This is an optimization exercise on Yosys and OpenROAD, whose aim is small area and a short achievable clock period, not a production implementation. In this exercise RTL edits were held to simulation tests only and were not proved equivalent to the original.

Setup of v41:
==> flow/design.v <==
`default_nettype none
package ahb_slave_pkg;
  typedef enum logic [1:0] {
    IDLE   = 2'b00,
    BUSY   = 2'b01,
    NONSEQ = 2'b10,
    SEQ    = 2'b11
  } htrans_t;
  typedef enum logic [2:0] {
    BYTE = 3'b000,
    HALF = 3'b001,
    WORD = 3'b010
  } hsize_t;
  typedef enum logic {
    OKAY  = 1'b0,
    ERROR = 1'b1
  } hresp_t;
endpackage
`default_nettype wire
`timescale 1ns/100ps
`default_nettype none
module ahb_addr_phase #(
  parameter int  MEM_WORDS = 256,
  localparam int WORD_AW   = $clog2(MEM_WORDS),
  localparam int LO_AW     = WORD_AW / 2,
  localparam int LO_N      = 1 << LO_AW,
  localparam int HI_N      = MEM_WORDS / LO_N
) (
  input  wire [WORD_AW-1:0]    word_idx,
  output logic [MEM_WORDS-1:0] sel
);
  logic [LO_N-1:0] lo_n;
  logic [HI_N-1:0] hi_n;
  ahb_dec4_n u_dec_lo (.a(word_idx[LO_AW-1:0]),       .y_n(lo_n));
  ahb_dec4_n u_dec_hi (.a(word_idx[WORD_AW-1:LO_AW]), .y_n(hi_n));
  for (genvar w = 0; w < MEM_WORDS; w++) begin : g_sel
    ahb_nor2 u_g (.a(lo_n[w % LO_N]), .b(hi_n[w / LO_N]), .y(sel[w]));
  end
endmodule
module ahb_dec4_n (
  input  wire [3:0]   a,
  output logic [15:0] y_n
);
  always_comb begin
    for (int v = 0; v < 16; v++) begin
      y_n[v] = !(a == 4'(v));
    end
  end
endmodule
`default_nettype wire
`timescale 1ns/100ps
`default_nettype none
module ahb_sram_core #(
  parameter int  MEM_WORDS = 256
) (
  input  wire [MEM_WORDS-1:0] sel,
  input  wire [MEM_WORDS-1:0] bits,
  output logic [1:0]          half_n
);
  logic [MEM_WORDS/8-1:0]   y2;
  logic [MEM_WORDS/16-1:0]  y3;
  logic [MEM_WORDS/64-1:0]  y4;
  for (genvar k = 0; k < MEM_WORDS/8; k++) begin : g_l2
    ahb_gather8 u_g (.sel(sel[8*k +: 8]), .bits(bits[8*k +: 8]), .y(y2[k]));
  end
  for (genvar k = 0; k < MEM_WORDS/16; k++) begin : g_l3
    ahb_nor2 u_g (.a(y2[2*k]), .b(y2[2*k+1]), .y(y3[k]));
  end
  for (genvar k = 0; k < MEM_WORDS/64; k++) begin : g_l4
    ahb_nand4 u_g (.a(y3[4*k]), .b(y3[4*k+1]), .c(y3[4*k+2]), .d(y3[4*k+3]), .y(y4[k]));
  end
  for (genvar k = 0; k < 2; k++) begin : g_l5
    ahb_nor2 u_g (.a(y4[2*k]), .b(y4[2*k+1]), .y(half_n[k]));
  end
endmodule
`default_nettype wire
`timescale 1ns/100ps
`default_nettype none
module ahb_aoi22 (
  input  wire  a1,
  input  wire  a2,
  input  wire  b1,
  input  wire  b2,
  output logic y
);
  assign y = !((a1 && a2) || (b1 && b2));
endmodule
module ahb_gather8 (
  input  wire [7:0] sel,
  input  wire [7:0] bits,
  output logic      y
);
  logic [3:0] p_n;
  for (genvar k = 0; k < 4; k++) begin : g_k
    assign p_n[k] = !((sel[2*k] && bits[2*k]) || (sel[2*k+1] && bits[2*k+1]));
  end
  assign y = !(&p_n);
endmodule
module ahb_nand4 (
  input  wire  a,
  input  wire  b,
  input  wire  c,
  input  wire  d,
  output logic y
);
  assign y = !(a && b && c && d);
endmodule
module ahb_nor2 (
  input  wire  a,
  input  wire  b,
  output logic y
);
  assign y = !(a || b);
endmodule
module ahb_rd_merge (
  input  wire  half0_n,
  input  wire  half1_n,
  input  wire  keep,
  input  wire  wdata,
  input  wire  take,
  output logic d
);
  assign d = (keep && !(half0_n && half1_n)) || (take && wdata);
endmodule
`default_nettype wire
`timescale 1ns/100ps
`default_nettype none
module ahb_slave_top #(
  parameter int  MEM_WORDS = 256,
  localparam int WORD_AW   = $clog2(MEM_WORDS),
  localparam int LO_AW     = WORD_AW / 2,
  localparam int LO_N      = 1 << LO_AW,
  localparam int HI_N      = MEM_WORDS / LO_N,
  localparam int LANES     = 32 / 8
) (
  input  wire                          HCLK,
  input  wire                          reset,
  input  wire                          HSEL,
  input  wire [32-1:0]    HADDR,
  input  wire [1:0]                   HTRANS,
  input  wire                          HWRITE,
  input  wire [2:0]                   HSIZE,
  input  wire [32-1:0]    HWDATA,
  input  wire                          HREADY,
  output logic                         HREADYOUT,
  output logic                        HRESP,
  output logic [32-1:0]   HRDATA
);
  logic               accept;
  logic               size_bad;
  logic               align_bad;
  logic               range_bad;
  logic               bad;
  logic               err_start;
  logic               rd_take;
  logic               wr_take;
  logic [LANES-1:0]   strb;
  logic [WORD_AW-1:0] word_idx;
  assign accept = HSEL && HREADY && ((HTRANS == ahb_slave_pkg::NONSEQ) || (HTRANS == ahb_slave_pkg::SEQ));
  assign word_idx = HADDR[WORD_AW+1:2];
  assign range_bad = |HADDR[32-1:WORD_AW+2];
  always_comb begin
    size_bad  = 1'b0;
    align_bad = 1'b0;
    strb      = 4'b0000;
    case (HSIZE)
      ahb_slave_pkg::BYTE: begin
        strb = 4'b0001 << HADDR[1:0];
      end
      ahb_slave_pkg::HALF: begin
        align_bad = HADDR[0];
        strb      = HADDR[1] ? 4'b1100 : 4'b0011;
      end
      ahb_slave_pkg::WORD: begin
        align_bad = |HADDR[1:0];
        strb      = 4'b1111;
      end
      default: begin
        size_bad = 1'b1;
      end
    endcase
  end
  assign bad       = size_bad || align_bad || range_bad;
  assign err_start = accept && bad;
  assign rd_take   = accept && !bad && !HWRITE;
  assign wr_take   = accept && !bad && HWRITE;
  always_ff @(posedge HCLK) begin
    if (reset) begin
      HREADYOUT <= 1'b1;
      HRESP     <= ahb_slave_pkg::OKAY;
    end else if (!HREADYOUT) begin
      HREADYOUT <= 1'b1;
      HRESP     <= ahb_slave_pkg::ERROR;
    end else begin
      HREADYOUT <= !err_start;
      HRESP     <= err_start;
    end
  end
  logic                       wr_pend;
  logic [WORD_AW-1:0]         wr_word;
  logic [LANES-1:0]           wr_strb;
  logic [HI_N-1:0]            wr_hi_n;
  logic [LO_N-1:0][LANES-1:0] wr_lo_n;
  always_ff @(posedge HCLK) begin
    if (reset) begin
      wr_pend <= 1'b0;
    end else begin
      wr_pend <= wr_take;
    end
  end
  always_ff @(posedge HCLK) begin
    wr_word <= word_idx;
    wr_strb <= strb;
  end
  always_ff @(posedge HCLK) begin
    for (int h = 0; h < HI_N; h++) begin
      wr_hi_n[h] <= !(!reset && wr_take && (word_idx[WORD_AW-1:LO_AW] == (WORD_AW-LO_AW)'(h)));
    end
    for (int c = 0; c < LO_N; c++) begin
      for (int l = 0; l < LANES; l++) begin
        wr_lo_n[c][l] <= !((word_idx[LO_AW-1:0] == LO_AW'(c)) && strb[l]);
      end
    end
  end
  logic [32-1:0] mem [MEM_WORDS];
  for (genvar w = 0; w < MEM_WORDS; w++) begin : g_word
    for (genvar i = 0; i < LANES; i++) begin : g_lane
      always_ff @(posedge HCLK) begin
        if (!(wr_hi_n[w / LO_N] || wr_lo_n[w % LO_N][i])) begin
          mem[w][8*i +: 8] <= HWDATA[8*i +: 8];
        end
      end
    end
  end
  logic [LANES-1:0][MEM_WORDS-1:0] rd_sel;
  logic                       rd_ok;
  logic                       fwd_hit;
  logic [LANES-1:0]           rd_keep;
  logic [LANES-1:0]           rd_take_wr;
  logic [32-1:0] rd_d;
  logic [32-1:0] rd_data;
  for (genvar i = 0; i < LANES; i++) begin : g_rd_dec
    ahb_addr_phase #(
      .MEM_WORDS (MEM_WORDS)
    ) u_rd_decode (
      .word_idx (word_idx),
      .sel      (rd_sel[i])
    );
  end
  assign rd_ok   = !reset && rd_take && HREADYOUT;
  assign fwd_hit = wr_pend && (wr_word == word_idx);
  for (genvar i = 0; i < LANES; i++) begin : g_rd_lane
    assign rd_keep[i]    = rd_ok && !(fwd_hit && wr_strb[i]);
    assign rd_take_wr[i] = rd_ok && fwd_hit && wr_strb[i];
  end
  for (genvar b = 0; b < 32; b++) begin : g_rd_bit
    logic [MEM_WORDS-1:0] bits;
    logic [1:0]           half_n;
    for (genvar w = 0; w < MEM_WORDS; w++) begin : g_w
      assign bits[w] = mem[w][b];
    end
    ahb_sram_core #(
      .MEM_WORDS (MEM_WORDS)
    ) u_gather (
      .sel    (rd_sel[b / 8]),
      .bits   (bits),
      .half_n (half_n)
    );
    ahb_rd_merge u_merge (
      .half0_n (half_n[0]),
      .half1_n (half_n[1]),
      .keep    (rd_keep[b / 8]),
      .wdata   (HWDATA[b]),
      .take    (rd_take_wr[b / 8]),
      .d       (rd_d[b])
    );
  end
  always_ff @(posedge HCLK) begin
    rd_data <= rd_d;
  end
  assign HRDATA = rd_data;
endmodule
`default_nettype wire
==> flow/config.mk <==
export PLATFORM = sky130hd
export DESIGN_NAME = ahb_slave_top
export DESIGN_NICKNAME = ahb_slave_top
export VERILOG_FILES = /design/flow/design.v
export SDC_FILE = /design/flow/constraint.sdc
export NUM_CORES = 4
export LEC_CHECK = 0
export CAP_MARGIN = 20
export CORE_MARGIN = 2
export CORE_UTILIZATION = 55
export CTS_CLUSTER_DIAMETER = 150
export CTS_CLUSTER_SIZE = 25
export PLACE_DENSITY = 0.66
export SETUP_SLACK_MARGIN = 3.2
export SLEW_MARGIN = 20
export SYNTH_HIERARCHICAL = 1
export SYNTH_MEMORY_MAX_BITS = 16384
==> flow/constraint.sdc <==
create_clock -name core_clock -period 6.0 [get_ports {HCLK}]
set_input_delay 1.2000 -clock core_clock [delete_from_list [all_inputs] [get_ports {HCLK}]]
set_output_delay 1.2000 -clock core_clock [all_outputs]
set_load 0.01 [all_outputs]
run.sh (not shown) runs the stock make flow with config.mk's settings and CLKGATE_MAP_FILE= SYNTH_SCRIPT=/design/flow/synth_recipe.tcl, a recipe that flattens the netlist after the stock synthesis.
v41 finished every step from synthesis to the final layout, and the layout passed the timing, design-rule and antenna checks.
[inputs] v10 vs v41
diff --git a/flow/config.mk b/flow/config.mk
--- a/flow/config.mk
+++ b/flow/config.mk
@@ -8,8 +8,8 @@
 export CAP_MARGIN = 20
 export CORE_MARGIN = 2
-export CORE_UTILIZATION = 55
+export CORE_UTILIZATION = 50
 export CTS_CLUSTER_DIAMETER = 150
 export CTS_CLUSTER_SIZE = 25
-export PLACE_DENSITY = 0.66
+export PLACE_DENSITY = 0.62
 export SETUP_SLACK_MARGIN = 3.2
 export SLEW_MARGIN = 20
### Flow results
v10 completed every stage of the flow, and the final layout passed the timing, design-rule and antenna checks. v10: clock-buffer cell count lower than v41. Delta(die extent in x, v10 - v41) > 0. HADDR[7] as the origin of the worst setup path was reported by v10, and HADDR[8] by v41. Going from v41 to v10, sum of routed wire length over all layers now larger; ratio of cells with drive above 1 in the final layout now sits lower.
Changes in v45 relative to v10:
diff --git a/flow/config.mk b/flow/config.mk
--- a/flow/config.mk
+++ b/flow/config.mk
@@ -8,8 +8,7 @@
 export CAP_MARGIN = 20
 export CORE_MARGIN = 2
-export CORE_UTILIZATION = 50
+export CORE_UTILIZATION = 45
 export CTS_CLUSTER_DIAMETER = 150
 export CTS_CLUSTER_SIZE = 25
-export PLACE_DENSITY = 0.62
 export SETUP_SLACK_MARGIN = 3.2
 export SLEW_MARGIN = 20
--- outcome ---
- v45 completed every stage of the flow, and the final layout passed the timing, design-rule and antenna checks.
- In the metrics for v45 and v10, the one carrying the lower worst setup margin is v45.
- [compare] base=v10 new=v45: global-route wire length before repair rose by about 0.6%; count of instances resized after the clock tree is built increased about 11%; via count was more or less identical.
- The critical path depth in v45 sits 2 above the value recorded for v10.

==> afterwards: timing with drivers on the ports <==
The flow's constraints put no driver on any port. The routed layouts listed below were extracted and timed again, unchanged, in two steps.
Step 1: set_driving_cell puts a clkbuf_16 on HCLK and a buf_2 on each other input, an assumption about the parent block.
Step 2 adds t to the input delays and takes it off the output delays; t is the mean of the earliest and latest rising clock arrival at the registers after step 1. Input paths then give back, and output paths get back, about the clock's delay inside the block.
Three values: ideal, step 1, step 2; two values: the first two.
| run | t (ns) | slack for setup (ns) | worst data-port slew with drivers (ns) |
|---|---|---|---|
| v41 | 1.157 | 2.818 / 2.485 / 1.328 | 0.71 |
| v10 | 1.187 | 2.960 / 2.513 / 1.326 | 0.78 |
| v45 | 1.179 | 2.955 / 2.571 / 1.392 | 0.61 |
After both steps every run listed still meets setup and hold. For v10, which loses most, drivers alone change the setup slack by -0.447 ns; drivers and shift together by -1.634 ns.
